This is an optimization exercise on Yosys and OpenROAD, whose aim is small area, a short achievable clock period and few clock cycles per item, not a production implementation.
RTL that was checked went through simulation tests only; none was proved equivalent to the original.
For run 4, only the layout was checked, not whether the RTL still works.
Power and IR drop assume default switching activity.

## flow/constraint.sdc

```tcl
create_clock -name core_clock -period 8.0 [get_ports {clock}]
set_input_delay 1.6000 -clock core_clock [delete_from_list [all_inputs] [get_ports {clock}]]
set_output_delay 1.6000 -clock core_clock [all_outputs]
set_load 0.01 [all_outputs]
```

## flow/standard.sh

```bash
#!/bin/bash
# synth_recipe.tcl (not shown) runs the flow's synth.tcl, then flattens the netlist and writes it again
# the make line also repeats each setting of config.mk as NAME=value (left out here)
make -C /OpenROAD-flow-scripts/flow DESIGN_CONFIG=/design/flow/config.mk WORK_HOME=/design/flow/orfs CLKGATE_MAP_FILE= SYNTH_SCRIPT=/design/flow/synth_recipe.tcl "${@:-finish}"
```

## flow/design.v

```verilog
   localparam int VALUE_BITS = 48;
   localparam logic [VALUE_BITS-1:0] VALUE_MAX = {VALUE_BITS{1'b1}};
   localparam logic [7:0] CHAR_NEWLINE = 8'h0A;
   localparam logic [7:0] CHAR_NUL     = 8'h00;
   localparam logic [7:0] CHAR_SLASH   = 8'h2F;
   localparam logic [7:0] CHAR_BANG    = 8'h21;
   localparam logic [7:0] CHAR_OPEN    = 8'h28;
   localparam logic [7:0] CHAR_CLOSE   = 8'h29;
   localparam logic [7:0] CHAR_STAR    = 8'h2A;
   localparam logic [7:0] CHAR_POINT   = 8'h2E;
   localparam logic [15:0] CRC_POLY = 16'hA001;
   localparam logic [15:0] CRC_INIT = 16'h0000;
   function automatic logic [15:0] crc_byte(input logic [15:0] c, input logic [7:0] b);
      logic [15:0] r;
      integer k;
      r = c ^ {8'h00, b};
      for (k = 0; k < 8; k = k + 1) begin
         r = r[0] ? ((r >> 1) ^ CRC_POLY) : (r >> 1);
      end
      crc_byte = r;
   endfunction
   function automatic logic [3:0] code_len(input logic [4:0] r);
      if (r >= 5'd1 && r <= 5'd12) code_len = 4'd9;
      else if ((r >= 5'd13 && r <= 5'd18) || r == 5'd20) code_len = 4'd10;
      else code_len = 4'd11;
   endfunction
module mtlp_crc (
   input  logic       clock,
   input  logic       reset,
   input  logic       in_fire,
   input  logic [7:0] in_byte,
   output logic       status_frozen,
   output logic       status_crc_match
);
   localparam int VALUE_BITS = 48;
   localparam logic [VALUE_BITS-1:0] VALUE_MAX = {VALUE_BITS{1'b1}};
   localparam logic [7:0] CHAR_NEWLINE = 8'h0A;
   localparam logic [7:0] CHAR_NUL     = 8'h00;
   localparam logic [7:0] CHAR_SLASH   = 8'h2F;
   localparam logic [7:0] CHAR_BANG    = 8'h21;
   localparam logic [7:0] CHAR_OPEN    = 8'h28;
   localparam logic [7:0] CHAR_CLOSE   = 8'h29;
   localparam logic [7:0] CHAR_STAR    = 8'h2A;
   localparam logic [7:0] CHAR_POINT   = 8'h2E;
   localparam logic [15:0] CRC_POLY = 16'hA001;
   localparam logic [15:0] CRC_INIT = 16'h0000;
   function automatic logic [15:0] crc_byte(input logic [15:0] c, input logic [7:0] b);
      logic [15:0] r;
      integer k;
      r = c ^ {8'h00, b};
      for (k = 0; k < 8; k = k + 1) begin
         r = r[0] ? ((r >> 1) ^ CRC_POLY) : (r >> 1);
      end
      crc_byte = r;
   endfunction
   function automatic logic [3:0] code_len(input logic [4:0] r);
      if (r >= 5'd1 && r <= 5'd12) code_len = 4'd9;
      else if ((r >= 5'd13 && r <= 5'd18) || r == 5'd20) code_len = 4'd10;
      else code_len = 4'd11;
   endfunction
   logic [15:0] crc_ff;
   logic        frozen_ff;
   logic [4:0]  eq_ff;
   logic [2:0]  cnt_ff;
   logic [15:0] crc_next;
   logic       hex_valid;
   logic [3:0] hex_val;
   logic is_dec, is_let;
   assign is_dec    = (in_byte[7:4] == 4'h3) && (in_byte[3:0] <= 4'd9);
   assign is_let    = (in_byte[7:4] == 4'h4 || in_byte[7:4] == 4'h6) &&
                      (in_byte[3:0] != 4'd0) && (in_byte[3:0] <= 4'd6);
   assign hex_valid = is_dec || is_let;
   assign hex_val   = is_let ? {1'b1, in_byte[2:0] + 3'd1} : in_byte[3:0];
   assign crc_next = (in_byte == CHAR_SLASH) ? 16'hDC41 : crc_byte(crc_ff, in_byte);
   always_ff @(posedge clock) begin
      if (reset) begin
         crc_ff    <= CRC_INIT;
         frozen_ff <= 1'b0;
      end else if (in_fire) begin
         if (in_byte == CHAR_NEWLINE && frozen_ff) begin
            crc_ff    <= CRC_INIT;
            frozen_ff <= 1'b0;
         end else if (in_byte == CHAR_SLASH || !frozen_ff) begin
            crc_ff    <= crc_next;
            frozen_ff <= (in_byte == CHAR_BANG);
         end
      end
   end
   always_ff @(posedge clock) begin
      if (in_fire) begin
         if (!frozen_ff) begin
            cnt_ff   <= 3'd0;
            eq_ff[0] <= (crc_next == 16'h0000);
            eq_ff[1] <= (crc_next[15:4] == 12'h000);
            eq_ff[2] <= (crc_next[15:8] == 8'h00);
            eq_ff[3] <= (crc_next[15:12] == 4'h0);
            eq_ff[4] <= 1'b1;
         end else if (!cnt_ff[2]) begin
            if (hex_valid) begin
               cnt_ff   <= cnt_ff + 3'd1;
               eq_ff[0] <= eq_ff[1] && (crc_ff[3:0] == hex_val);
               eq_ff[1] <= eq_ff[2] && (crc_ff[7:4] == hex_val);
               eq_ff[2] <= eq_ff[3] && (crc_ff[11:8] == hex_val);
               eq_ff[3] <= eq_ff[4] && (crc_ff[15:12] == hex_val);
               eq_ff[4] <= eq_ff[4] && (hex_val == 4'h0);
            end else begin
               cnt_ff <= 3'd4;
            end
         end
      end
   end
   assign status_frozen    = frozen_ff;
   assign status_crc_match = eq_ff[0];
endmodule
module mtlp_line (
   input  logic        clock,
   input  logic        reset,
   input  logic        in_fire,
   input  logic [7:0]  in_byte,
   input  logic        crc_frozen,
   input  logic        crc_match,
   input  logic        sync_next,
   output logic        hold_next,
   output logic        out_valid,
   input  logic        out_ready,
   output logic        out_kind,
   output logic [4:0]  out_field_id,
   output logic [47:0] out_value,
   output logic        out_checksum_ok
);
   localparam int VALUE_BITS = 48;
   localparam logic [VALUE_BITS-1:0] VALUE_MAX = {VALUE_BITS{1'b1}};
   localparam logic [7:0] CHAR_NEWLINE = 8'h0A;
   localparam logic [7:0] CHAR_NUL     = 8'h00;
   localparam logic [7:0] CHAR_SLASH   = 8'h2F;
   localparam logic [7:0] CHAR_BANG    = 8'h21;
   localparam logic [7:0] CHAR_OPEN    = 8'h28;
   localparam logic [7:0] CHAR_CLOSE   = 8'h29;
   localparam logic [7:0] CHAR_STAR    = 8'h2A;
   localparam logic [7:0] CHAR_POINT   = 8'h2E;
   localparam logic [15:0] CRC_POLY = 16'hA001;
   localparam logic [15:0] CRC_INIT = 16'h0000;
   function automatic logic [15:0] crc_byte(input logic [15:0] c, input logic [7:0] b);
      logic [15:0] r;
      integer k;
      r = c ^ {8'h00, b};
      for (k = 0; k < 8; k = k + 1) begin
         r = r[0] ? ((r >> 1) ^ CRC_POLY) : (r >> 1);
      end
      crc_byte = r;
   endfunction
   function automatic logic [3:0] code_len(input logic [4:0] r);
      if (r >= 5'd1 && r <= 5'd12) code_len = 4'd9;
      else if ((r >= 5'd13 && r <= 5'd18) || r == 5'd20) code_len = 4'd10;
      else code_len = 4'd11;
   endfunction
   logic [4:0]  cnt_ff;
   logic [3:0]  pos_ff;
   logic [4:0]  r_ff;
   logic        alive_ff;      
   logic        hit_ff;        
   logic        open_ff, closed_ff, bad_ff, point_ff, stopped_ff;
   logic [1:0]  frac_ff;
   logic [4:0]  tlen_ff;
   assign pos_ff  = cnt_ff[3:0];
   assign tlen_ff = cnt_ff;
   logic [47:0] acc_ff;
   logic        valid_ff, scaling_ff, kind_ff, ok_ff;
   logic        fam_ff;        
   logic        hit, unit, good, star;
   logic        emit_verdict, emit_field;
   logic [4:0]  hit_id;
   logic        is_digit, is_end, is_newline, is_open;
   logic        step;
   logic [3:0]  step_digit;
   logic [47:0] acc_step;
   assign hit    = hit_ff;
   assign hit_id = r_ff;
   assign unit   = hit && (hit_id >= 5'd1) && (hit_id <= 5'd18);
   assign star   = unit;
   assign good   = open_ff && closed_ff && !bad_ff && !tlen_ff[4];
   assign is_newline = (in_byte == CHAR_NEWLINE);
   assign is_open    = (in_byte == CHAR_OPEN);
   assign is_digit   = (in_byte >= 8'h30) && (in_byte <= 8'h39);
   assign is_end     = (in_byte == (star ? CHAR_STAR : CHAR_CLOSE));
   assign emit_verdict = in_fire && is_newline && crc_frozen;
   assign emit_field   = in_fire && is_newline && !crc_frozen && hit;
   logic busy_next, pos4_next;
   assign busy_next = !reset && ((valid_ff && !out_ready) || scaling_ff || emit_verdict ||
                                 emit_field);
   assign pos4_next = in_fire ? (!is_newline && !is_open && !open_ff && cnt_ff == 5'd3)
                              : (cnt_ff == 5'd4 && !open_ff);
   assign hold_next = busy_next && (sync_next || pos4_next);
   assign step_digit = scaling_ff ? 4'd0 : in_byte[3:0];
   mtlp_scale u_mul (
      .in_value  (acc_step_src),
      .in_digit  (step_digit),
      .out_value (acc_step)
   );
   logic [47:0] acc_step_src;
   assign acc_step_src = acc_ff;
   logic take_digit;
   assign take_digit = in_fire && !is_newline && !is_open && open_ff && !closed_ff && !is_end &&
                       is_digit && (!point_ff || (star && frac_ff != 2'd3 && !stopped_ff));
   logic       dig, dot, m;
   logic [3:0] dv;
   logic [4:0] r_next;
   assign dig = (in_byte[7:4] == 4'h3) && (in_byte[3:0] <= 4'd9);
   assign dv  = in_byte[3:0];
   assign dot = (in_byte == CHAR_POINT);
   logic done_next;
   assign done_next = (pos_ff == 4'd8 && r_ff != 5'd0 && r_ff <= 5'd12) ||
                      (pos_ff == 4'd9 && ((r_ff >= 5'd13 && r_ff <= 5'd18) ||
                                          (r_ff == 5'd19 && dv == 4'd9))) ||
                      (pos_ff == 4'd10);
   logic [9:0]  dd;
   logic        dash, colon;
   logic [10:0] pp;
   always_comb begin
      for (int k = 0; k < 10; k++) dd[k] = dig && dv == 4'(k);
      for (int k = 0; k < 11; k++) pp[k] = (pos_ff == 4'(k));
   end
   assign dash  = (in_byte == 8'h2D);
   assign colon = (in_byte == 8'h3A);
   logic r0, r19, r1o6, r11o12, r13_15, r16_18, r21_23, r13_18, rhi;
   assign r0     = (r_ff == 5'd0);
   assign r19    = (r_ff == 5'd19);
   assign r1o6   = (r_ff == 5'd1) || (r_ff == 5'd6);
   assign r11o12 = (r_ff == 5'd11) || (r_ff == 5'd12);
   assign r13_15 = (r_ff >= 5'd13) && (r_ff <= 5'd15);
   assign r16_18 = (r_ff >= 5'd16) && (r_ff <= 5'd18);
   assign r13_18 = r13_15 || r16_18;
   assign r21_23 = (r_ff >= 5'd21) && (r_ff <= 5'd23);
   assign rhi    = (r_ff >= 5'd21);
   assign m = (pp[0] && (dd[0] || dd[1])) || (pp[1] && dash) || (pp[2] && dd[0]) ||
              (pp[3] && colon) ||
              (pp[4] && (fam_ff ? (dd[1] || dd[2] || dd[3] || dd[5] || dd[7]) : dd[9])) ||
              (pp[5] && ((r0 && dd[6]) || (r1o6 && dot) || (r13_15 && (dd[1] || dd[2])))) ||
              (pp[6] && (r1o6 ? (dd[7] || dd[8]) : dot)) ||
              (pp[7] && ((r0 && (dd[1] || dd[7])) || ((r1o6 || r11o12) && dot) ||
                         (r16_18 && dd[7]) || (r13_15 && (dd[7] || dd[3])))) ||
              (pp[8] && ((r0 && dd[4]) || ((r19 || r13_18) && dot) ||
                         (r1o6 && (dd[0] || dd[1] || dd[2] || dd[3] || dd[4])) ||
                         (r11o12 && dd[0]) || (r21_23 && (dd[2] || dd[6])))) ||
              (pp[9] && ((r19 && (dd[2] || dd[9])) || (r13_18 && dd[0]) ||
                         ((r0 || rhi) && dot))) ||
              (pp[10] && (r19 ? dd[1] : dd[0]));
   always_comb begin
      r_next = r_ff;
      if (pp[4]) begin
         if (!fam_ff) r_next = 5'd0;
         else if (dd[2]) r_next = 5'd6;
         else if (dd[3]) r_next = 5'd13;
         else if (dd[5]) r_next = 5'd14;
         else if (dd[7]) r_next = 5'd15;
         else r_next = 5'd1;
      end
      if (pp[5] && dd[1]) r_next = {3'b100, r_ff[1:0] - 2'd1};             
      if (pp[6] && dd[7]) r_next = r_ff[0] ? 5'd11 : 5'd12;                 
      if (pp[7] && dd[7] && r0) r_next = 5'd19;
      if (pp[7] && dd[3]) r_next = {2'b10, r_ff[2:0]};                      
      if (pp[8] && r1o6) r_next = r_ff + {1'b0, dv};                        
      if (pp[8] && dd[6] && rhi) r_next = {3'b110, r_ff[1:0] - 2'd1};       
      if (pp[9] && dd[9]) r_next = 5'd20;
   end
   always_ff @(posedge clock) begin
      if (reset) begin
         cnt_ff   <= 5'd0;
         r_ff     <= 5'd0;
         fam_ff   <= 1'b0;
         alive_ff <= 1'b1;
         hit_ff   <= 1'b0;
         open_ff  <= 1'b0;
      end else if (in_fire) begin
         if (is_newline) begin
            cnt_ff   <= 5'd0;
            if (crc_frozen) r_ff <= 5'd0;    
            alive_ff <= 1'b1;
            hit_ff   <= 1'b0;
            open_ff  <= 1'b0;
         end else begin
            if (is_open) cnt_ff <= 5'd0;
            else if (!open_ff) begin
               if (pos_ff != 4'd15) cnt_ff <= cnt_ff + 5'd1;
            end else if (!closed_ff && !is_end && !cnt_ff[4]) cnt_ff <= cnt_ff + 5'd1;
            if (alive_ff && !hit) begin
               alive_ff <= m;
               hit_ff   <= m && done_next;
               r_ff     <= r_next;
               if (pos_ff == 4'd0) fam_ff <= dv[0];
            end
            if (is_open) open_ff <= 1'b1;
         end
      end
   end
   always_ff @(posedge clock) begin
      if (in_fire && !is_newline) begin
         if (is_open) begin
            stopped_ff <= 1'b0;
            point_ff   <= 1'b0;
            bad_ff     <= 1'b0;
            closed_ff  <= 1'b0;
         end else if (!open_ff) begin
         end else if (closed_ff) begin
            if (is_end) bad_ff <= 1'b1;
         end else if (is_end) begin
            closed_ff <= 1'b1;
         end else begin
            if (is_digit) begin
            end else if (in_byte == CHAR_POINT || in_byte == CHAR_NUL) begin
               if (point_ff || in_byte == CHAR_NUL) stopped_ff <= stopped_ff || star;
               point_ff <= 1'b1;
            end else begin
               bad_ff <= 1'b1;
            end
         end
      end
   end
   always_ff @(posedge clock) begin
      if ((in_fire && is_open) || emit_verdict || (emit_field && !good)) begin
         acc_ff  <= 48'd0;
      end else if (take_digit || scaling_ff) begin
         acc_ff  <= acc_step;
      end
      if (in_fire && is_open && !is_newline) begin
         frac_ff <= 2'd0;
      end else if ((take_digit && point_ff) || scaling_ff) begin
         frac_ff <= frac_ff + 2'd1;
      end
   end
   always_ff @(posedge clock) begin
      if (reset) begin
         valid_ff   <= 1'b0;
         scaling_ff <= 1'b0;
      end else begin
         if (valid_ff && out_ready) valid_ff <= 1'b0;
         if (scaling_ff && frac_ff == 2'd2) begin
            scaling_ff <= 1'b0;
            valid_ff   <= 1'b1;
         end
         if (emit_verdict || emit_field) begin
            if (emit_field && good && unit && frac_ff != 2'd3) scaling_ff <= 1'b1;
            else valid_ff <= 1'b1;
         end
      end
   end
   always_ff @(posedge clock) begin
      if (emit_verdict || emit_field) begin
         kind_ff <= emit_verdict;
         ok_ff   <= emit_verdict && crc_match;
      end
   end
   assign out_valid       = valid_ff;
   assign out_kind        = kind_ff;
   assign out_field_id    = r_ff;
   assign out_value       = acc_ff;
   assign out_checksum_ok = ok_ff;
endmodule
module mtlp_scale (
   input  logic [47:0] in_value,
   input  logic [3:0]  in_digit,
   output logic [47:0] out_value
);
   localparam int VALUE_BITS = 48;
   localparam logic [VALUE_BITS-1:0] VALUE_MAX = {VALUE_BITS{1'b1}};
   localparam logic [7:0] CHAR_NEWLINE = 8'h0A;
   localparam logic [7:0] CHAR_NUL     = 8'h00;
   localparam logic [7:0] CHAR_SLASH   = 8'h2F;
   localparam logic [7:0] CHAR_BANG    = 8'h21;
   localparam logic [7:0] CHAR_OPEN    = 8'h28;
   localparam logic [7:0] CHAR_CLOSE   = 8'h29;
   localparam logic [7:0] CHAR_STAR    = 8'h2A;
   localparam logic [7:0] CHAR_POINT   = 8'h2E;
   localparam logic [15:0] CRC_POLY = 16'hA001;
   localparam logic [15:0] CRC_INIT = 16'h0000;
   function automatic logic [15:0] crc_byte(input logic [15:0] c, input logic [7:0] b);
      logic [15:0] r;
      integer k;
      r = c ^ {8'h00, b};
      for (k = 0; k < 8; k = k + 1) begin
         r = r[0] ? ((r >> 1) ^ CRC_POLY) : (r >> 1);
      end
      crc_byte = r;
   endfunction
   function automatic logic [3:0] code_len(input logic [4:0] r);
      if (r >= 5'd1 && r <= 5'd12) code_len = 4'd9;
      else if ((r >= 5'd13 && r <= 5'd18) || r == 5'd20) code_len = 4'd10;
      else code_len = 4'd11;
   endfunction
   localparam int W = 45;
   localparam logic [47:0] TENTH = 48'h1999_9999_9999;    
   logic [2:0]   lo;
   logic         c1, c3, cin;
   logic [W-1:0] a, b, s;
   logic [W-1:0] g, p, p0;
   logic         ovf;
   assign lo[0] = in_digit[0];
   assign lo[1] = in_digit[1] ^ in_value[0];
   assign c1    = in_digit[1] & in_value[0];
   assign lo[2] = in_digit[2] ^ in_value[1] ^ c1;
   assign c3    = (in_digit[2] & in_value[1]) | (c1 & (in_digit[2] ^ in_value[1]));
   assign cin   = c3 | in_digit[3];
   assign a = in_value[44:0];
   assign b = in_value[46:2];
   always_comb begin
      p0 = a ^ b;
      g  = a & b;
      p  = p0;
      for (int i = 1; (1 << i) <= W; i++) begin
         for (int j = (1 << i) - 1; j < W; j += (1 << i)) begin
            g[j] = g[j] | (p[j] & g[j - (1 << (i - 1))]);
            p[j] = p[j] & p[j - (1 << (i - 1))];
         end
      end
      for (int i = $clog2(W); i > 0; i--) begin
         for (int j = (1 << i) + (1 << (i - 1)) - 1; j < W; j += (1 << i)) begin
            g[j] = g[j] | (p[j] & g[j - (1 << (i - 1))]);
            p[j] = p[j] & p[j - (1 << (i - 1))];
         end
      end
      s = p0 ^ {g[W-2:0] | (p[W-2:0] & {(W-1){cin}}), cin};
   end
   assign ovf = (in_value > TENTH) || (in_value == TENTH && in_digit >= 4'd6);
   assign out_value = ovf ? VALUE_MAX : {s, lo};
endmodule
module meter_telegram_line_parser_top #(
   parameter int VALUE_CHARS = 15
) (
   input  logic        clock,
   input  logic        reset,
   input  logic        req_tvalid,
   output logic        req_tready,
   input  logic [7:0]  req_tdata,    
   output logic        rsp_tvalid,
   input  logic        rsp_tready,
   output logic [55:0] rsp_tdata,    
   output logic        rsp_tuser     
);
   localparam int VALUE_BITS = 48;
   localparam logic [VALUE_BITS-1:0] VALUE_MAX = {VALUE_BITS{1'b1}};
   localparam logic [7:0] CHAR_NEWLINE = 8'h0A;
   localparam logic [7:0] CHAR_NUL     = 8'h00;
   localparam logic [7:0] CHAR_SLASH   = 8'h2F;
   localparam logic [7:0] CHAR_BANG    = 8'h21;
   localparam logic [7:0] CHAR_OPEN    = 8'h28;
   localparam logic [7:0] CHAR_CLOSE   = 8'h29;
   localparam logic [7:0] CHAR_STAR    = 8'h2A;
   localparam logic [7:0] CHAR_POINT   = 8'h2E;
   localparam logic [15:0] CRC_POLY = 16'hA001;
   localparam logic [15:0] CRC_INIT = 16'h0000;
   function automatic logic [15:0] crc_byte(input logic [15:0] c, input logic [7:0] b);
      logic [15:0] r;
      integer k;
      r = c ^ {8'h00, b};
      for (k = 0; k < 8; k = k + 1) begin
         r = r[0] ? ((r >> 1) ^ CRC_POLY) : (r >> 1);
      end
      crc_byte = r;
   endfunction
   function automatic logic [3:0] code_len(input logic [4:0] r);
      if (r >= 5'd1 && r <= 5'd12) code_len = 4'd9;
      else if ((r >= 5'd13 && r <= 5'd18) || r == 5'd20) code_len = 4'd10;
      else code_len = 4'd11;
   endfunction
   logic       in_valid_ff;
   logic [7:0] in_byte_ff;
   logic       in_sync_ff;     
   logic       ready_ff;       
   logic       in_valid_next;
   logic       sync_next;
   logic       hold_next;
   logic       fire;
   logic       crc_frozen;
   logic       crc_match;
   logic        out_kind;
   logic [4:0]  out_field_id;
   logic [47:0] out_value;
   logic        out_checksum_ok;
   assign fire       = in_valid_ff && ready_ff;
   assign req_tready = ready_ff;
   assign in_valid_next = !reset && (req_tready ? req_tvalid : in_valid_ff);
   assign sync_next     = req_tready ? (req_tdata == CHAR_NEWLINE || req_tdata == CHAR_OPEN)
                                     : in_sync_ff;
   always_ff @(posedge clock) begin
      in_valid_ff <= in_valid_next;
      in_sync_ff  <= sync_next;
      ready_ff    <= reset || !in_valid_next || !hold_next;
   end
   always_ff @(posedge clock) begin
      if (req_tready) begin
         in_byte_ff <= req_tdata;
      end
   end
   mtlp_crc u_crc (
      .clock            (clock),
      .reset            (reset),
      .in_fire          (fire),
      .in_byte          (in_byte_ff),
      .status_frozen    (crc_frozen),
      .status_crc_match (crc_match)
   );
   mtlp_line u_line (
      .clock           (clock),
      .reset           (reset),
      .in_fire         (fire),
      .in_byte         (in_byte_ff),
      .crc_frozen      (crc_frozen),
      .crc_match       (crc_match),
      .sync_next       (sync_next),
      .hold_next       (hold_next),
      .out_valid       (rsp_tvalid),
      .out_ready       (rsp_tready),
      .out_kind        (out_kind),
      .out_field_id    (out_field_id),
      .out_value       (out_value),
      .out_checksum_ok (out_checksum_ok)
   );
   assign rsp_tdata = {2'b00, out_checksum_ok, out_value, out_field_id};
   assign rsp_tuser = out_kind;
endmodule
```

## flow/flow/run.sh

```bash
#!/bin/bash
# The standard layout, with the port buffers made of the smallest plain buffer
# (sky130_fd_sc_hd__buf_1) instead of the cell buffer_ports picks by itself.
set -euo pipefail
bash standard.sh synth > synth.log 2>&1
bash standard.sh BUFFER_PORTS_ARGS="-buffer_cell sky130_fd_sc_hd__buf_1" finish > layout.log 2>&1
```

## flow/config.mk

```make
export PLATFORM = sky130hd
export DESIGN_NAME = meter_telegram_line_parser_top
export DESIGN_NICKNAME = meter_telegram_line_parser_top
export VERILOG_FILES = /design/flow/design.v
export SDC_FILE = /design/flow/constraint.sdc
export NUM_CORES = 4
export LEC_CHECK = 0
export CAP_MARGIN = 20
export CORE_MARGIN = 2
export CORE_UTILIZATION = 60
export CTS_BUF_LIST = sky130_fd_sc_hd__clkbuf_8
export PLACE_DENSITY = 0.75
export SETUP_SLACK_MARGIN = 5
export SLEW_MARGIN = 20
```

==> results.txt, run 1 <==
share of layout cells above drive strength 1 0.1215; M1 GR Usage 0.4063; worst setup path class flop to flop; core region area between 0.01 and 0.015 mm2; Final Wtd Congestion about 0.96; H-tree Lvls 3; async set or reset register ratio after synthesis 0; Yosys top cell by area dfxtp_1; commonest non-fill, non-tap cell in the layout a21oi_1; Crit Reg-Reg Startpoint in_byte_ff[6]; TritonRoute pass-1 iters 5; row count between 40 and 50; Worst setup SP type flop; First DRT Iteration DRCs ~750; terminus of the critical flop-to-flop path u_line.r_ff[0]; FF+latch count, synth about 110; CTS max path bufs 2; Final Critical Period between 2 and 3 ns; antenna violations before repair 0; DR vias slightly below 8k; Peak VDD IR between 0.0001 and 0.00015 V; cell area after synthesis ~0.0080 mm2; total wire length between 20000 and 25000 um; GRT Residual Overflow 0; Synth area leaders dfxtp_1, ha_1, edfxtp_1, a21oi_1, xor2_1; area grow syn2layout 12.27%; Final Setup Violations 0; Final Cell Area between 0.008 and 0.009 mm2; Initial Utilization 0.6093; ys flop type dfxtp_1; Rel. slew slack 0.5183; width of the die 119.5 um; combinational cell fraction of total power 0.342; hold_buf cts 0; Yosys warning count 4; Final Hold Fails 0; HPWL after DPL between 15000 and 20000 um; setup_tns 0 ns; detail-routed via count per cell approximately 6.4; Antenna Diode Count 0; worst hold endpoint u_line.alive_ff; Clk Latency, worst-skew pair around 0.40 ns; cts bufs inserted 9; HP Start u_line.alive_ff; fin crit share 0.3669; CP arrival ~3.2 ns; Die Area between 0.01 and 0.015 mm2; most frequent cells in the layout a21oi_1, nor2_1, dfxtp_1; fin nets between 1k and 1.5k; cells on worst reg2reg path 8; DRC 0; Pint between 0.9 and 1 mW; Post-DRT Antenna Nets 0; IO buf count 68; Max Cap Viol 0; met2 Resource Use GR 0.4989; Slew Limit Fails 0; met3 GRT Util 0.05276; status no timing/DRC/antenna violations; Root Buffer clkbuf_8; Clock transition at path regs approximately 0.11 ns; Most Crowded Layer GR met2; fin util 0.6841; Critical Path Sink Type flop; r2r setup slk between 5 and 6 ns; top-area cell type share of the netlist area 0.2151; GRT Total Usage 0.3089; Non-Filler Instances ~1.2k; Sw Pwr between 0.5 and 0.6 mW; Hold Crit Class flop to flop; Clock Skews about 0.020 ns; Top Ports between 70 and 80; hold depth 1; CTS Sinks around 110; Seq/Total Area, Yosys 0.2976; vias in the first global route about 7.3k; net switching fraction of the power 0.3715; Post-synth EDFFs 22; maximum number of pins on one net before global-route repair between 40 and 50; Total Power 1.493 mW; TritonCTS clock tree yes; crit-path max FO 8; Post-Synthesis Cells between 900 and 1k; Leak between 3 and 4 nW; first-pass GRT wire length 35920 um; register share of total power 0.435; clock network power share 0.223; DR WL/cell roughly 18 um; Area after DPL roughly 0.0083 mm2; PwrDens 166.2 mW/mm2; die height around 120 um; Syn Area/Cell between 8 and 9 um2; worst slew pin tran slightly above 0.7 ns; Req. time, crit path around 8.3 ns; Netlist cell types 79; Fmax achieved roughly 340 MHz; Inst Count DP ~1.2k; unrepaired setup endpoints after global routing true
==> repair_timing <==
item / in CTS / in global routing
buffers inserted: 16 / 5
gates cloned: 2 / 0
resized for setup: 35 / 39
endpoints found under the setup margin: 85 / 61
pin swaps: 13 / 11
==> power groups by stage <==
stage               sequential [mW]  combinational, mW  clock, mW
global placement              0.661              0.459          0
finish                        0.650              0.510      0.333
CTS                           0.647              0.489      0.337
global route                  0.655              0.567      0.362
detailed placement            0.661              0.465          0
floorplan                     0.654              0.366          0
==> how the worst max path moves through the flow <==
stage	from	end	slack (ns)
floorplan	in_byte_ff[2]	u_line.acc_ff[38]	5.01
global placement	u_line.r_ff[1]	u_line.acc_ff[47]	4.21
detailed placement	u_line.r_ff[1]	u_line.acc_ff[47]	4.11
CTS	in_byte_ff[1]	u_line.acc_ff[47]	4.99
global route	in_byte_ff[1]	u_line.acc_ff[47]	4.94
finish	in_byte_ff[6]	u_line.r_ff[0]	5.06
==> synthesized netlist by cell type, drive strengths merged, types with 25 or more instances <==
master and count:
nand2 62, nor3 30, nand3 39, inv 25, dfxtp 86, clkbuf 34
xnor2 39, a21oi 116, o21ai 75, xor2 41, nor2 78, ha 64
==> sequential cells by signal (all words and copies together) (netlist names) <==
signal             flops
in_byte_ff             8
in_sync_ff             1
in_valid_ff            1
ready_ff               1
u_crc.cnt_ff           3
u_crc.crc_ff          16
u_crc.eq_ff            5
u_crc.frozen_ff        1
u_line.acc_ff         48
u_line.alive_ff        1
u_line.bad_ff          1
u_line.closed_ff       1
u_line.cnt_ff          5
u_line.fam_ff          1
u_line.frac_ff         2
u_line.hit_ff          1
u_line.kind_ff         1
u_line.ok_ff           1
u_line.open_ff         1
u_line.point_ff        1
u_line.r_ff            5
u_line.scaling_ff      1
u_line.stopped_ff      1
u_line.valid_ff        1
==> through the flow <==
| stage | setup WS (ns) | hold slack, ns |
|---|---|---|
| after floorplan | 5.011 | 0.4278 |
| after global placement | 4.215 | 0.4355 |
| after detailed placement | 4.111 | 0.4555 |
| after CTS | 4.988 | 0.4830 |
| after global routing | 4.944 | 0.5260 |
| final | 5.064 | 0.4848 |
==> logic make-up (layout without fill, tap and decap cells) <==
group | after synthesis | count (layout) | share of synthesized area
AOI/OAI and AO/OA | 313 | 315 | 0.2438
xor gates and xnor gates | 80 | 80 | 0.09034
adders and majority gates | 67 | 67 | 0.1075
buffers and inverters | 77 | 136 | 0.04095
DFF | 108 | 108 | 0.2976
muxes | 11 | 11 | 0.01391
other | 1 | 2 | 0.0004684
and+or+nand+nor | 318 | 318 | 0.2054
==> final cells by class <==
class | count | area, um2
multi-input combinational | 793 | 5613
fill | 1114 | 4150
sequential | 108 | 2402
timing repair buffer | 95 | 469.2
tap | 176 | 220.2
clock buffer | 9 | 123.9
inverter | 25 | 93.84
clock inverter | 7 | 65.06
==> worst max-delay path, cell delays in order, from the launching register on <==
cell      delay, ns
edfxtp_1       0.56
nor3_1         0.56
and4b_2        0.56
nand2_1        0.09
a21oi_1        0.34
o21ai_2        0.17
a21oi_1        0.22
mux2i_1        0.26
nor2_1         0.06
==> metal layers <==
metal  up-vias  part of all wire
li1       3720                 -
met2       355              0.47
met3        70             0.069
met4         0             0.039
met1      3565              0.43
met5         -                 0
Testbench counts, summed over its fixed seeds: cycles 65,003, bytes 64,983.
==> run 2: changes to the inputs <==
--- a/flow/config.mk
+++ b/flow/config.mk
@@ -6,5 +6,5 @@
 export NUM_CORES = 4
 export LEC_CHECK = 0
-export CAP_MARGIN = 20
+export CAP_MARGIN = 0
 export CORE_MARGIN = 2
 export CORE_UTILIZATION = 60
@@ -12,3 +12,3 @@
 export PLACE_DENSITY = 0.75
 export SETUP_SLACK_MARGIN = 5
-export SLEW_MARGIN = 20
+export SLEW_MARGIN = 0
==> results.txt, run 2 <==
maximum number of pins on one net before global-route repair just under 50; TritonRoute pass-1 iters 5; PwrDens roughly 170 mW/mm2; CP arrival ~3.2 ns; Slew Limit Fails 0; fin util 0.6841; top-area cell type share of the netlist area 0.2151; row count between 40 and 50; Yosys top cell by area dfxtp_1; Netlist cell types slightly below 80; TritonCTS clock tree yes; die height ~120 um; Worst setup SP type flop; setup_tns 0 ns; max FFs per register 48; async set or reset register ratio after synthesis 0; Synth area leaders dfxtp_1, ha_1, edfxtp_1, a21oi_1, xor2_1; CTS max path bufs 2; Hold Crit Class flop to flop; width of the die about 120 um; Leak roughly 3.5 nW; total wire length 22030 um; fin nets around 1.1k; Clock transition at path regs around 0.11 ns; cts bufs inserted 9; Antenna Diode Count 0; worst slew pin tran 0.7178 ns; met2 Resource Use GR 0.4989; Post-DRT Antenna Nets 0; crit-path max FO 8; Root Buffer clkbuf_8; fin crit share 0.3669; ys flop type dfxtp_1; area grow syn2layout 12.27%; Clk Latency, worst-skew pair roughly 0.40 ns; status no timing/DRC/antenna violations; Seq/Total Area, Yosys 0.2976; unrepaired setup endpoints after global routing true; Regs by FF count u_line.acc_ff: 48 flops, u_crc.crc_ff: 16 flops, in_byte_ff: 8 flops; met3 GRT Util 0.05276; Die Area around 0.014 mm2; commonest non-fill, non-tap cell in the layout a21oi_1; HPWL after DPL approximately 15000 um; IO buf count a little under 70; Most flops, register u_line.acc_ff; top-count cell post-synth a21oi_1; DRC 0; detail-routed via count per cell roughly 6.4; Non-Filler Instances 1213; Final Critical Period just under 3 ns; Final Setup Violations 0; FF+latch count, synth ~110; Rel. slew slack 0.5183; hold_buf cts 0; Final Hold Fails 0; DR WL/cell about 18 um; Fmax achieved between 300 and 400 MHz; Max Cap Viol 0; Peak VDD IR about 0.00014 V; most frequent cells in the layout a21oi_1, nor2_1, dfxtp_1; vias in the first global route approximately 7.3k; Inst Count DP roughly 1.2k; Final Wtd Congestion approximately 0.96; Initial Utilization 0.6093; Most Crowded Layer GR met2; CTS Sinks 108; Req. time, crit path between 8 and 9 ns; antenna violations before repair 0; M1 GR Usage 0.4063; share of layout cells above drive strength 1 0.1215; GRT Total Usage 0.3089; Post-synth EDFFs 22; first-pass GRT wire length 35920 um; Critical Path Sink Type flop; First DRT Iteration DRCs 748; H-tree Lvls 3; DR vias about 7.7k; GRT Residual Overflow 0; Syn Area/Cell roughly 8 um2; Yosys warning count 4; Clock Skews 0.01993 ns; Post-Synthesis Cells between 900 and 1k; Top Ports around 70; core region area about 0.013 mm2; worst setup path class flop to flop; Commonest cells post-synth a21oi_1, dfxtp_1, nor2_1; cell area after synthesis roughly 0.0080 mm2
==> run 2: worst max-delay path, cell delays in order, from the launching register on <==
cell and delay (ns):
edfxtp_1 0.56, nor3_1 0.56, and4b_2 0.56, nand2_1 0.09, a21oi_1 0.34, o21ai_2 0.17, a21oi_1 0.22, mux2i_1 0.26
nor2_1 0.06
==> run 2: layout make-up <==
| type | instances | area, um2 |
|---|---|---|
| tap | 176 | 220.2 |
| multi-input combinational | 793 | 5613 |
| sequential | 108 | 2402 |
| fill | 1114 | 4150 |
| timing repair buffer | 95 | 469.2 |
| clock buffer | 9 | 123.9 |
| inverter | 25 | 93.84 |
| clock inverter | 7 | 65.06 |
==> run 2: layer usage <==
metal / part of all wire / vias to the layer above / routed length, um
met1: 0.43 / 3565 / 9372
met4: 0.039 / 0 / 870
li1: - / 3720 / -
met3: 0.069 / 70 / 1528
met2: 0.47 / 355 / 10250
met5: 0 / - / 0
==> run 2: per-stage QoR <==
stage          worst slack (ns)  total power, mW  cell area (um2)  hold slack, ns
6_report                  5.064            1.493             8987          0.4848
4_1_cts                   4.988            1.473             8783          0.4830
5_1_grt                   4.944            1.585             8987          0.5260
2_1_floorplan             5.011            1.020             8019          0.4278
3_3_place_gp              4.215            1.120             8304          0.4355
3_5_place_dp              4.111            1.126             8304          0.4555
==> run 2: power breakdown <==
group | internal, mW | total (mW) | switching, mW | leakage (nW)
sequential | 0.592 | 0.650 | 0.0577 | 0.928
combinational | 0.225 | 0.510 | 0.285 | 2.43
clock | 0.122 | 0.333 | 0.212 | 0.0961
==> run 2: kinds of logic after synthesis <==
| logic type | synth area share |
|---|---|
| buf+inv | 0.04095 |
| fa+ha+maj | 0.1075 |
| xor+xnor | 0.09034 |
| other cells | 0.0004684 |
| flops | 0.2976 |
| compound gates | 0.2438 |
| simple gates | 0.2054 |
| mux | 0.01391 |
==> run 2: what timing repair did <==
action	4_1_cts	5_1_grt
endpoints found under the hold margin	0	0
buffers inserted	16	5
cloned	2	0
gates resized for setup	35	39
setup endpoints to repair	85	61
pin swaps	13	11
==> run 2: worst paths after layout <==
check,startpoint,endpoint,slack (ns),depth (start not counted)
max reg2reg,in_byte_ff[6],u_line.r_ff[0],5.06,8
max,in_byte_ff[6],u_line.r_ff[0],5.06,8
min reg2reg,u_line.alive_ff,u_line.alive_ff,0.48,1
min,u_line.alive_ff,u_line.alive_ff,0.48,1
==> run 3: changes to the inputs <==
--- a/flow/design.v
+++ b/flow/design.v
@@ -317,10 +317,10 @@
       end
    end
+   logic acc_clear, acc_load, acc_keep;
+   assign acc_clear = (in_fire && is_open) || emit_verdict || (emit_field && !good);
+   assign acc_load  = !acc_clear && (take_digit || scaling_ff);
+   assign acc_keep  = !acc_clear && !(take_digit || scaling_ff);
    always_ff @(posedge clock) begin
-      if ((in_fire && is_open) || emit_verdict || (emit_field && !good)) begin
-         acc_ff  <= 48'd0;
-      end else if (take_digit || scaling_ff) begin
-         acc_ff  <= acc_step;
-      end
+      acc_ff <= ({48{acc_load}} & acc_step) | ({48{acc_keep}} & acc_ff);
       if (in_fire && is_open && !is_newline) begin
          frac_ff <= 2'd0;
--- a/flow/config.mk
+++ b/flow/config.mk
@@ -6,5 +6,5 @@
 export NUM_CORES = 4
 export LEC_CHECK = 0
-export CAP_MARGIN = 0
+export CAP_MARGIN = 20
 export CORE_MARGIN = 2
 export CORE_UTILIZATION = 60
@@ -12,3 +12,3 @@
 export PLACE_DENSITY = 0.75
 export SETUP_SLACK_MARGIN = 5
-export SLEW_MARGIN = 0
+export SLEW_MARGIN = 20
==> results.txt, run 3 <==
status no timing/DRC/antenna violations; GRT Total Usage 0.2959; Post-synth EDFFs 22; Slew Limit Fails 0; Post-Synthesis Cells a little under 1k; DR vias 7742; core region area 0.01309 mm2; H-tree Lvls 3; Worst setup SP type flop; Fmax achieved approximately 330 MHz; crit-path max FO 6; Clock transition at path regs approximately 0.1 ns; cts bufs inserted 9; xor/xnor share of the synthesized area 0.08868; Compound-Gate Fraction of Synth Area 0.2575; largest family of logic cells by synthesized area compound AO/OA/AOI/OAI gates; CTS Sinks between 100 and 150; hold_buf cts 0; hold depth 2; Most flops, register u_line.acc_ff; Non-Filler Instances 1230; Leak approximately 3.5 nW; mux contribution to synthesized area 0.01164; Final Hold Fails 0; r2r setup slk between 4 and 5 ns; ys flop type dfxtp_1; DRC 0; max FFs per register 48; Initial Utilization 0.6081; Top Ports a little over 70; cell area after synthesis slightly below 0.008 mm2; Yosys top cell by area dfxtp_1; top-area cell type share of the netlist area 0.2164; Most Crowded Layer GR met2; antenna violations before repair 0; Final Setup Violations 0; unrepaired setup endpoints after global routing true; fin crit share 0.3779; worst slew pin tran about 0.9 ns; DP Worst Slack about 3.9 ns; Die Area around 0.014 mm2; TritonRoute pass-1 iters 7; vias in the first global route about 6.8k; worst setup path class flop to flop; GRT Residual Overflow 0; Final Wtd Congestion roughly 0.96; Post-Synth Adder-Cell Area 0.1097; worst hold endpoint u_line.alive_ff; met2 Resource Use GR 0.4648; Netlist cell types 80; Syn Area/Cell approximately 8 um2; total wire length approximately 22000 um; CTS max path bufs 2; area grow syn2layout 13.47%; PwrDens around 170 mW/mm2; detail-routed via count per cell ~6.3; Post-DRT Antenna Nets 0; Clk Latency, worst-skew pair ~0.4 ns; Synth area leaders dfxtp_1, ha_1, edfxtp_1, o21ai_0, a21oi_1; width of the die 119.2 um; Antenna Diode Count 0; top-count cell post-synth nor2_1; Crit Reg-Reg Startpoint in_byte_ff[1]; FF+latch count, synth 108; Yosys warning count 4; cells on worst reg2reg path 14; async set or reset register ratio after synthesis 0; TritonCTS clock tree yes; first-pass GRT wire length about 34000 um; Root Buffer clkbuf_8; IO buf count slightly below 70; commonest non-fill, non-tap cell in the layout nor2_1; Req. time, crit path between 8 and 9 ns; setup_tns 0 ns; simple-gate area share of the yosys netlist 0.1885; most frequent cells in the layout nor2_1, o21ai_0, a21oi_1; fin nets approximately 1.1k; Clock Skews 0.007772 ns; Hold Crit Class flop to flop; Max Cap Viol 0; share of layout cells above drive strength 1 0.1224; row count 42; die height about 120 um; CP arrival ~3.3 ns; DR WL/cell approximately 18 um; final hold slack 0.4821 ns; Rel. slew slack 0.3948; Commonest cells post-synth nor2_1, dfxtp_1, o21ai_0; met3 GRT Util 0.04215; Regs by FF count u_line.acc_ff: 48 flops, u_crc.crc_ff: 16 flops, in_byte_ff: 8 flops; Inst Count DP around 1.2k; First DRT Iteration DRCs ~750; M1 GR Usage 0.4254; HPWL after DPL approximately 14000 um; Seq/Total Area, Yosys 0.2994; fillers approximately 1.1k; terminus of the critical flop-to-flop path u_line.acc_ff[47]; maximum number of pins on one net before global-route repair between 70 and 80; final setup margin 4.977 ns; Critical Path Sink Type flop; Final Critical Period 3.023 ns; Peak VDD IR 0.0001015 V; HP Start u_line.alive_ff
==> run 3: where the power goes <==
part / switching [mW] / total [mW] / internal [mW]
clock: 0.190 / 0.299 / 0.109
sequential: 0.0665 / 0.664 / 0.597
combinational: 0.336 / 0.608 / 0.272
total: 0.592 / 1.57 / 0.979
==> run 3: cell type report <==
| cell class | instances | area, um2 | area share |
|---|---|---|---|
| Multi-Input combinational cell | 786 | 5500 | 0.6091 |
| Sequential cell | 108 | 2399 | 0.2656 |
| Timing Repair Buffer | 110 | 624.3 | 0.06914 |
| Tap cell | 176 | 220.2 | 0.02439 |
| Inverter | 34 | 127.6 | 0.01413 |
| Clock buffer | 9 | 123.9 | 0.01372 |
| Clock inverter | 7 | 35.03 | 0.003880 |
==> run 3: kinds of logic after synthesis <==
| kind of cell | Yosys count |
|---|---|
| AO/OA/AOI/OAI | 318 |
| other | 1 |
| multiplexers | 9 |
| XOR/XNOR | 78 |
| AND/OR/NAND/NOR | 310 |
| adder cells (fa/ha/maj) | 68 |
| buffers and inverters | 83 |
| flip-flops | 108 |
==> run 3: critical path: stages, from the launching register on <==
cell and delay [ns]:
edfxtp_1 0.42, inv_2 0.08, nor2_4 0.10, ha_4 0.14, fa_2 0.20, inv_2 0.05
a21oi_4 0.18, o21ai_4 0.08, a2111oi_4 0.47, o21ai_4 0.14, o31ai_4 0.30, a21oi_4 0.15
o31ai_4 0.31, mux2i_1 0.22, a21oi_1 0.08
==> run 3: metrics by stage <==
| stage | power (mW) | instance area (um2) | utilization |
|---|---|---|---|
| 2_1_floorplan | 1.086 | 7963 | - |
| 3_3_place_gp | 1.197 | 8262 | 0.6314 |
| 3_5_place_dp | 1.206 | 8262 | 0.6314 |
| 4_1_cts | 1.520 | 8636 | 0.6600 |
| 5_1_grt | 1.669 | 9030 | 0.6901 |
| 6_report | 1.571 | 9030 | 0.6901 |
==> run 3: worst max-delay path by stage <==
stage / slack [ns] / to / start
after global routing: 4.85 / u_line.acc_ff[47] / in_byte_ff[1]
after detailed placement: 3.91 / u_line.acc_ff[30] / u_line.r_ff[1]
final: 4.98 / u_line.acc_ff[47] / in_byte_ff[1]
after floorplan: 5.01 / u_crc.eq_ff[0] / in_byte_ff[0]
after CTS: 4.99 / u_line.acc_ff[30] / u_line.r_ff[3]
after global placement: 4.05 / u_line.acc_ff[30] / u_line.r_ff[1]
==> run 3: repair_timing <==
item | CTS | global route
pin swaps | 7 | 25
gates cloned | 0 | 2
endpoints found under the setup margin | 67 | 46
resized for setup | 23 | 52
buffers inserted | 16 | 20
==> run 3: layer usage <==
metal  routed length [um]  up-vias
met5                    0        -
met4                  323        0
met2                10130      322
met1                 9767     3642
li1                     -     3746
met3                 1550       32
Testbench counts of run 3, summed over its fixed seeds: cycles 65,003, bytes 64,983.
==> run 4: changes to the inputs <==
--- a/flow/design.v
+++ b/flow/design.v
@@ -30,4 +30,6 @@
    input  logic       in_fire,
    input  logic [7:0] in_byte,
+   input  logic       in_newline,    
+   input  logic       in_slash,      
    output logic       status_frozen,
    output logic       status_crc_match
@@ -72,5 +74,5 @@
    assign hex_valid = is_dec || is_let;
    assign hex_val   = is_let ? {1'b1, in_byte[2:0] + 3'd1} : in_byte[3:0];
-   assign crc_next = (in_byte == CHAR_SLASH) ? 16'hDC41 : crc_byte(crc_ff, in_byte);
+   assign crc_next = in_slash ? 16'hDC41 : crc_byte(crc_ff, in_byte);
    always_ff @(posedge clock) begin
       if (reset) begin
@@ -78,8 +80,8 @@
          frozen_ff <= 1'b0;
       end else if (in_fire) begin
-         if (in_byte == CHAR_NEWLINE && frozen_ff) begin
+         if (in_newline && frozen_ff) begin
             crc_ff    <= CRC_INIT;
             frozen_ff <= 1'b0;
-         end else if (in_byte == CHAR_SLASH || !frozen_ff) begin
+         end else if (in_slash || !frozen_ff) begin
             crc_ff    <= crc_next;
             frozen_ff <= (in_byte == CHAR_BANG);
@@ -118,4 +120,7 @@
    input  logic        in_fire,
    input  logic [7:0]  in_byte,
+   input  logic        in_newline,    
+   input  logic        in_open,       
+   input  logic        in_digit,      
    input  logic        crc_frozen,
    input  logic        crc_match,
@@ -180,7 +185,7 @@
    assign star   = unit;
    assign good   = open_ff && closed_ff && !bad_ff && !tlen_ff[4];
-   assign is_newline = (in_byte == CHAR_NEWLINE);
-   assign is_open    = (in_byte == CHAR_OPEN);
-   assign is_digit   = (in_byte >= 8'h30) && (in_byte <= 8'h39);
+   assign is_newline = in_newline;
+   assign is_open    = in_open;
+   assign is_digit   = in_digit;
    assign is_end     = (in_byte == (star ? CHAR_STAR : CHAR_CLOSE));
    assign emit_verdict = in_fire && is_newline && crc_frozen;
@@ -206,5 +211,5 @@
    logic [3:0] dv;
    logic [4:0] r_next;
-   assign dig = (in_byte[7:4] == 4'h3) && (in_byte[3:0] <= 4'd9);
+   assign dig = in_digit;
    assign dv  = in_byte[3:0];
    assign dot = (in_byte == CHAR_POINT);
@@ -465,5 +470,6 @@
    logic       in_valid_ff;
    logic [7:0] in_byte_ff;
-   logic       in_sync_ff;     
+   logic [3:0] in_cls_ff;
+   logic [3:0] cls_next;
    logic       ready_ff;       
    logic       in_valid_next;
@@ -480,9 +486,12 @@
    assign req_tready = ready_ff;
    assign in_valid_next = !reset && (req_tready ? req_tvalid : in_valid_ff);
-   assign sync_next     = req_tready ? (req_tdata == CHAR_NEWLINE || req_tdata == CHAR_OPEN)
-                                     : in_sync_ff;
+   assign cls_next      = req_tready ? {(req_tdata[7:4] == 4'h3) && (req_tdata[3:0] <= 4'd9),
+                                        req_tdata == CHAR_SLASH, req_tdata == CHAR_OPEN,
+                                        req_tdata == CHAR_NEWLINE}
+                                     : in_cls_ff;
+   assign sync_next     = cls_next[0] || cls_next[1];
    always_ff @(posedge clock) begin
       in_valid_ff <= in_valid_next;
-      in_sync_ff  <= sync_next;
+      in_cls_ff   <= cls_next;
       ready_ff    <= reset || !in_valid_next || !hold_next;
    end
@@ -497,4 +506,6 @@
       .in_fire          (fire),
       .in_byte          (in_byte_ff),
+      .in_newline       (in_cls_ff[0]),
+      .in_slash         (in_cls_ff[2]),
       .status_frozen    (crc_frozen),
       .status_crc_match (crc_match)
@@ -505,4 +516,7 @@
       .in_fire         (fire),
       .in_byte         (in_byte_ff),
+      .in_newline      (in_cls_ff[0]),
+      .in_open         (in_cls_ff[1]),
+      .in_digit        (in_cls_ff[3]),
       .crc_frozen      (crc_frozen),
       .crc_match       (crc_match),
==> results.txt, run 4 <==
maximum number of pins on one net before global-route repair 43; async set or reset register ratio after synthesis 0; TritonRoute pass-1 iters 6; antenna violations before repair 0; fin crit share 0.3737; ys flop type dfxtp_1; Regs by FF count u_line.acc_ff: 48 flops, u_crc.crc_ff: 16 flops, in_byte_ff: 8 flops; width of the die 120.5 um; Final Setup Violations 0; Antenna Diode Count 0; footprint of the multi-input gates 0.005692 mm2; setup_tns 0 ns; register share of total power 0.384; share of layout cells above drive strength 1 0.1233; fillers 1117; IO buf count between 60 and 70; Clock transition at path regs roughly 0.12 ns; M1 GR Usage 0.4035; hold_buf cts 0; Max Cap Viol 0; GRT Total Usage 0.3093; r2r setup slk between 5 and 6 ns; Yosys top cell by area dfxtp_1; crit-path max FO 4; Final Wtd Congestion between 0.9 and 1; Worst setup SP type flop; cts bufs inserted 9; Fmax achieved about 330 MHz; met2 Resource Use GR 0.5194; unrepaired setup endpoints after global routing true; TritonCTS clock tree yes; Initial Utilization 0.6154; net switching fraction of the power 0.3975; die height between 100 and 150 um; clock network power share 0.189; core region area around 0.013 mm2; Post-synth EDFFs 24; row count 42; vias in the first global route 7394; PwrDens ~200 mW/mm2; Root Buffer clkbuf_8; Syn Area/Cell roughly 8 um2; worst slew pin tran between 0.9 and 1 ns; DR vias about 8k; total wire length ~23000 um; Post-DRT Antenna Nets 0; worst hold endpoint u_line.alive_ff; Critical Path Sink Type flop; Yosys warning count 4; met3 GRT Util 0.04387; Slew Limit Fails 0; HPWL after DPL approximately 15000 um; Most Crowded Layer GR met2; Most flops, register u_line.acc_ff; first-pass GRT wire length ~37000 um; FF+latch count, synth ~110; Req. time, crit path slightly above 8 ns; top-area cell type share of the netlist area 0.2137; Die Area around 0.015 mm2; Synth area leaders dfxtp_1, ha_1, edfxtp_1, a21oi_1, xnor2_1; H-tree Lvls 3; detail-routed via count per cell approximately 6.4; hold depth 1; fin nets between 1k and 1.5k; Clock Skews between 0.01 and 0.015 ns; Crit Reg-Reg Startpoint in_byte_ff[1]; DRC 0; GRT Residual Overflow 0; CTS max path bufs 2; worst setup path class flop to flop; Seq/Total Area, Yosys 0.3022; Commonest cells post-synth a21oi_1, nor2_1, dfxtp_1; CP arrival 3.29 ns; Leak between 3 and 4 nW; cells on worst reg2reg path 12; final hold slack 0.4901 ns; Final Hold Fails 0; FF+latch area 0.002474 mm2; DR WL/cell between 15 and 20 um; cell area after synthesis slightly above 0.008 mm2; HP Start u_line.alive_ff; terminus of the critical flop-to-flop path u_line.acc_ff[38]; status no timing/DRC/antenna violations; Top Ports 71; Netlist cell types 85; area grow syn2layout 13.82%; CTS Sinks ~110; Hold Crit Class flop to flop; top-count cell post-synth a21oi_1; combinational cell fraction of total power 0.427; First DRT Iteration DRCs around 660; Final Critical Period about 3.0 ns; max FFs per register 48; Post-Synthesis Cells approximately 990; Peak VDD IR approximately 0.00013 V; Sw Pwr between 0.7 and 0.8 mW; Rel. slew slack 0.3880; Pint around 1.1 mW; most frequent cells in the layout nor2_1, a21oi_1, dfxtp_1; Clk Latency, worst-skew pair ~0.41 ns
[run 4: metal layers]
layer / up-vias / wire (um)
li1: 3842 / -
met1: 3797 / 9749
met2: 310 / 11020
met3: 50 / 1353
met4: 0 / 562
met5: - / 0
[run 4: power groups by stage]
stage                     clock network [mW]  registers [mW]  logic (mW)
after detailed placement                   0           0.716       0.700
final                                  0.347           0.705       0.784
after global placement                     0           0.716       0.689
after floorplan                            0           0.709       0.548
after CTS                              0.348           0.703       0.725
after global routing                   0.369           0.714       0.868
[run 4: cell type report]
type                            instances  share of cell area
Clock inverter                          6            0.005801
Tap cell                              176             0.02374
Timing Repair Buffer                  110             0.06394
Inverter                               28             0.01133
Clock buffer                           10             0.01484
Multi-Input combinational cell        814              0.6137
Sequential cell                       111              0.2667
[run 4: kinds of logic after synthesis]
| kind of cell | share of synthesized area |
|---|---|
| xor gates and xnor gates | 0.08245 |
| buffers and inverters | 0.03608 |
| adders and majority gates | 0.1072 |
| and+or+nand+nor | 0.2024 |
| muxes | 0.01520 |
| DFF | 0.3022 |
| other | 0.0004602 |
| AOI/OAI and AO/OA | 0.2541 |
[run 4: metrics by stage]
stage,worst slack [ns],cell area [um2],std cells,power (mW),utilization
final,5.010,9275,1255,1.835,0.7004
after CTS,4.985,8947,1235,1.776,0.6756
after detailed placement,3.631,8521,1205,1.416,0.6434
after global placement,3.807,8511,1203,1.405,0.6427
after global routing,4.890,9275,1255,1.952,0.7004
after floorplan,5.002,8162,995,1.257,-
[run 4: worst max path at each step]
stage,endpoint,start
after detailed placement,u_line.acc_ff[46],u_line.r_ff[1]
final,u_line.acc_ff[38],in_byte_ff[1]
after CTS,u_line.acc_ff[38],in_byte_ff[1]
after global placement,u_line.acc_ff[46],u_line.r_ff[1]
after floorplan,u_line.acc_ff[38],in_byte_ff[2]
after global routing,u_line.acc_ff[30],in_byte_ff[1]
[run 4: what timing repair did]
item	in CTS	in global routing
pin swaps	11	18
cloned	2	0
endpoints found under the setup margin	70	62
gates resized for setup	31	31
setup buffers	12	20
[run 4: worst max-delay path: stages (launching register included)]
cell and delay, ns:
edfxtp_1 0.40, inv_2 0.07, nor2_2 0.08, ha_2 0.19, fa_2 0.24, o2111ai_4 0.12
a211o_1 0.31, a2111o_1 0.51, a21oi_4 0.27, a311o_1 0.25, a21o_2 0.19, mux2i_1 0.19
nor2_1 0.07

==> static timing again, ports no longer ideal <==
The results above use ideal ports. As a check the final layouts listed here were re-extracted and re-timed, cells and wires unchanged.
Step 1 (the two cells are an assumption about what drives the block):
set clk [get_ports {clock}]
set_driving_cell -lib_cell sky130_fd_sc_hd__clkbuf_16 $clk
set_driving_cell -lib_cell sky130_fd_sc_hd__buf_2 [delete_from_list [all_inputs] $clk]
Step 2 moves the port delays by t, midway between the first and last clock arrival at a register: inputs arrive t later, outputs are due t later. That takes back most of the time a late clock gives input paths.
Slacks: ideal / step 1 / step 2; pairs: ideal / step 1.
run	shift t [ns]	setup WS [ns]	latest minus earliest clock arrival (ns)
run 1	0.429	5.064 / 5.064 / 5.064	0.020 / 0.020
run 2	0.429	5.064 / 5.064 / 5.064	0.020 / 0.020
run 3	0.420	4.977 / 4.977 / 4.977	0.010 / 0.010
run 4	0.439	5.010 / 5.010 / 4.952	0.013 / 0.013
After both steps setup and hold are still met in every run listed. For run 4, which loses most, drivers alone change the setup slack by 0.000 ns; drivers and shift together by -0.058 ns.
